From an optimization exercise on the open Yosys and OpenROAD flow, aimed at small area and few clock cycles per item; shortcuts taken in it are not production practice.
Where RTL was checked, it was by simulation tests only, not by an equivalence proof against the original.

Design fp_mult_pipe, start of the top module:
module fp_mult_pipe #(
  parameter int unsigned EXP_W = 8,
  parameter int unsigned MAN_W = 23,
  parameter int unsigned TAG_W = 4
) (
  input  logic                   clk,
  input  logic                   rstn,
  input  logic                   in_valid,
  output logic                   in_ready,
  input  logic [EXP_W+MAN_W:0]   a,
  input  logic [EXP_W+MAN_W:0]   b,
  input  logic [TAG_W-1:0]       in_tag,
  output logic                   out_valid,
  input  logic                   out_ready,
  output logic [EXP_W+MAN_W:0]   result,
  output logic [TAG_W-1:0]       out_tag,
  output logic [3:0]             flags
);
export LEC_CHECK = 0
export ABC_AREA = 1
export CAP_MARGIN = 20
export CORE_MARGIN = 2
export CORE_UTILIZATION = 40
export GPL_TIMING_DRIVEN = 0
export SETUP_SLACK_MARGIN = 0.05
export SLEW_MARGIN = 20
export SYNTH_HIERARCHICAL = 1
export SYNTH_MINIMUM_KEEP_SIZE = 0
create_clock -name core_clock -period 7.0 [get_ports {clk}]
standard.sh (not shown) runs the stock make flow with config.mk's settings and CLKGATE_MAP_FILE= SYNTH_SCRIPT=/design/flow/synth_recipe.tcl, a recipe that flattens the netlist after the stock synthesis.
==> flow/flow/run.sh <==
#!/bin/bash
# Standard ORFS layout, with plain buffers on the ports instead of the delay cell buffer_ports picks.
set -euo pipefail
bash standard.sh BUFFER_PORTS_ARGS="-buffer_cell sky130_fd_sc_hd__buf_2" finish > make.log 2>&1
The starting point ran to the end with no violations.
Testbench counts at the start, summed over its fixed seeds: cycles 16,008, items 16,000.
Rerun with:
==> flow/flow/run.sh (replaced) <==
#!/bin/bash
# Standard ORFS layout, with plain buffers on the ports instead of the delay cell buffer_ports
# picks, and with the synthesis buffers removed at floorplan so repair_design rebuffers.
set -euo pipefail
bash standard.sh BUFFER_PORTS_ARGS="-buffer_cell sky130_fd_sc_hd__buf_2" REMOVE_ABC_BUFFERS=1  finish > make.log 2>&1
- SETUP_SLACK_MARGIN: 0.05 -> 0.02
Effect: The new run produced a clean layout; wire length drops by a few percent; via count came out lower by a few percent; register-to-register slack loses 0.03 ns; setup slack gains 0.067 ns.
Rerun with:
==> flow/flow/run.sh (replaced) <==
#!/bin/bash
# Standard ORFS layout, with plain buffers on the ports instead of the delay cell buffer_ports picks.
set -euo pipefail
bash standard.sh BUFFER_PORTS_ARGS="-buffer_cell sky130_fd_sc_hd__buf_2" finish > make.log 2>&1
- CTS_CLUSTER_DIAMETER: default -> 500
- CTS_CLUSTER_SIZE: default -> 50
- SETUP_SLACK_MARGIN: 0.02 -> 0.05
Outcome:
- die area is unchanged
- final area came out higher by 1.3%
- cell count came out higher by 5.0%
- via count rises by 2.6%
- sequential cell count does not change
- global-route usage rose by 2.5 points
- critical path depth stays the same
- setup slack loses 0.067 ns
- synthesized cell count stays the same

fp_mult_pipe, a different RTL version from the one above (not shown whole).
Size in the first run: roughly 1,800 cells after synthesis, roughly 46 flip-flops, ~110 I/O pins, about 16,000 sq um of cells after synthesis.
export LEC_CHECK = 0
export ABC_AREA = 1
export CAP_MARGIN = 20
export CORE_MARGIN = 2
export CORE_UTILIZATION = 40
export CTS_BUF_LIST = sky130_fd_sc_hd__clkbuf_8
export GPL_TIMING_DRIVEN = 0
export SETUP_SLACK_MARGIN = 0.02
export SLEW_MARGIN = 20
export SYNTH_HIERARCHICAL = 1
export SYNTH_MINIMUM_KEEP_SIZE = 0
create_clock -name core_clock -period 7.0 [get_ports {clk}]
==> flow/flow/run.sh <==
#!/bin/bash
# Standard ORFS layout (the standard.sh) with three changes:
# - plain buf_2 buffers on the ports instead of the delay cell buffer_ports picks by itself;
# - the synthesis buffers are removed at floorplan, so repair_design rebuffers from scratch;
# - CTS with clkbuf_8 and without dummy loads.
# Each ORFS step writes its full log under orfs/logs/; make's own output goes to make.log.
set -euo pipefail
bash standard.sh BUFFER_PORTS_ARGS="-buffer_cell sky130_fd_sc_hd__buf_2" REMOVE_ABC_BUFFERS=1 \
  CTS_ARGS="-sink_clustering_enable -repair_clock_nets -buf_list sky130_fd_sc_hd__clkbuf_8 -dont_use_dummy_load" \
  finish > make.log 2>&1
Rerun with:
Settings changed: SETUP_SLACK_MARGIN 0.02 to -0.1.
Result: This time the run finished with setup timing left. Via count is about the same. Non-clock buffer count goes down by 6. Die area is unchanged. Worst setup slack loses 140 ps. Global-route usage goes down by 0.39 points. Final area goes down slightly. Routed wire length goes down slightly. Clock skew stays flat.
No functional check of the RTL was part of any run of this note.

fp_mult_pipe, a different RTL version from the one above (not shown whole).
Size: roughly 1,900 cells after synthesis, about 0.016 sq mm of cells after synthesis.
Settings: LEC_CHECK=0, ABC_AREA=1, CAP_MARGIN=20, CORE_MARGIN=2, CORE_UTILIZATION=40, CTS_BUF_LIST=sky130_fd_sc_hd__clkbuf_8, GPL_TIMING_DRIVEN=0, SETUP_SLACK_MARGIN=0.02, SLEW_MARGIN=20, SYNTH_HIERARCHICAL=1, SYNTH_MINIMUM_KEEP_SIZE=0; clock period 7.0 ns.
==> flow/flow/run.sh <==
#!/bin/bash
# Standard ORFS layout, with plain buffers on the ports instead of the delay cell buffer_ports
# picks, and with the synthesis buffers removed at floorplan so repair_design rebuffers.
set -euo pipefail
bash standard.sh BUFFER_PORTS_ARGS="-buffer_cell sky130_fd_sc_hd__buf_2" REMOVE_ABC_BUFFERS=1  finish > make.log 2>&1
The starting point went through all stages and came out clean.
Testbench counts at the start, summed over its fixed seeds: cycles 16,008, items 16,000.
Then changed:
- PLACE_DENSITY: default -> 0.7
Via count came out higher by 2.1%.
Area after synthesis is unchanged.
Worst setup slack improves by 66 ps.
Cell count hardly moves.
Then changed:
==> flow/flow/run.sh (replaced) <==
#!/bin/bash
# Standard ORFS layout, with plain buffers on the ports instead of the delay cell buffer_ports
# picks, and with the synthesis buffers removed at floorplan so repair_design rebuffers.
set -euo pipefail
bash standard.sh BUFFER_PORTS_ARGS="-buffer_cell sky130_fd_sc_hd__buf_1" REMOVE_ABC_BUFFERS=1  finish > make.log 2>&1
- PLACE_DENSITY: 0.7 -> default
Routed wire length rose by 1.8%. Setup slack gets worse by 67 ps. Area after synthesis stays the same. Synthesized cell count does not change. Flip-flop and latch count does not change. First-iteration DRC count shrinks by 20%. Count of clock-buffer cells in the layout is unchanged. Sequential share of layout area stays flat.
Then changed:
==> flow/flow/run.sh (replaced) <==
#!/bin/bash
# Standard ORFS layout, with plain buffers on the ports instead of the delay cell buffer_ports
# picks, and with the synthesis buffers removed at floorplan so repair_design rebuffers.
set -euo pipefail
bash standard.sh BUFFER_PORTS_ARGS="-buffer_cell sky130_fd_sc_hd__buf_2" REMOVE_ABC_BUFFERS=1  finish > make.log 2>&1
- PLACE_DENSITY: default -> 0.8
Core utilization went down by 0.26 points.
Wire length went down by 2.4%.
Die area does not change.
Area after synthesis does not change.
Synthesized cell count stays the same.
Non-clock buffer count went down by 10.
Via count went up by 5.0%.
Then changed:
- PLACE_DENSITY: 0.8 -> default
- SETUP_SLACK_MARGIN: 0.02 -> -0.03
- The changed run produced a clean layout
- non-clock buffer count fell by 5
- flip-flop and latch count is unchanged
- fmax decreases by about 0.9%
- via count is lower by 5.4%
- cell count barely changes
- area after synthesis stays the same

## static timing again, ports no longer ideal
No port has a modelled driver above. Below, the same layouts with a new extraction and two added sets of constraints. Step 1 sets driving cells, clkbuf_16 on the clock port and buf_2 on the other inputs (assumed; they add their load-dependent delay and slew). Step 2 also shifts input and output timing later by t, the mid clock arrival at the registers, as if the neighbouring blocks saw the same clock. Three values: no drivers, after step 1, after step 2; two values: the first two.
run | t, ns | setup slack, ns | worst hold slack (ns) | latest minus earliest clock arrival (ns) | cell pins on the clock port's net
the first run of note 1 | 0.326 | 0.159 / 0.125 / -0.161 | 0.715 / 0.715 / 0.715 | 0.009 / 0.010 | 1
the second run of note 1 | 0.337 | 0.227 / 0.189 / -0.113 | 0.765 / 0.765 / 0.765 | 0.005 / 0.005 | 1
the third run of note 1 | 0.326 | 0.159 / 0.125 / -0.161 | 0.715 / 0.715 / 0.715 | 0.009 / 0.010 | 1
the first run of note 2 | 0.322 | 0.092 / 0.057 / -0.162 | 0.743 / 0.743 / 0.743 | 0.012 / 0.012 | 1
the second run of note 2 | 0.323 | -0.052 / -0.088 / -0.296 | 0.744 / 0.744 / 0.744 | 0.012 / 0.013 | 1
the first run of note 3 | 0.348 | 0.204 / 0.207 / -0.141 | 0.759 / 0.759 / 0.759 | 0.012 / 0.011 | 1
the second run of note 3 | 0.347 | 0.271 / 0.264 / -0.083 | 0.833 / 0.824 / 0.999 | 0.013 / 0.014 | 1
the third run of note 3 | 0.346 | 0.204 / 0.222 / -0.123 | 0.767 / 0.767 / 0.767 | 0.008 / 0.007 | 1
the fourth run of note 3 | 0.346 | 0.252 / 0.247 / -0.099 | 0.830 / 0.823 / 0.841 | 0.015 / 0.016 | 1
the fifth run of note 3 | 0.348 | 0.189 / 0.188 / -0.159 | 0.759 / 0.759 / 0.759 | 0.013 / 0.013 | 1
Met with ideal ports but missed after step 2: setup timing in 9 of these runs. For the second run of note 3, which loses most, drivers alone change the setup slack by -0.007 ns; drivers and shift together by -0.354 ns.
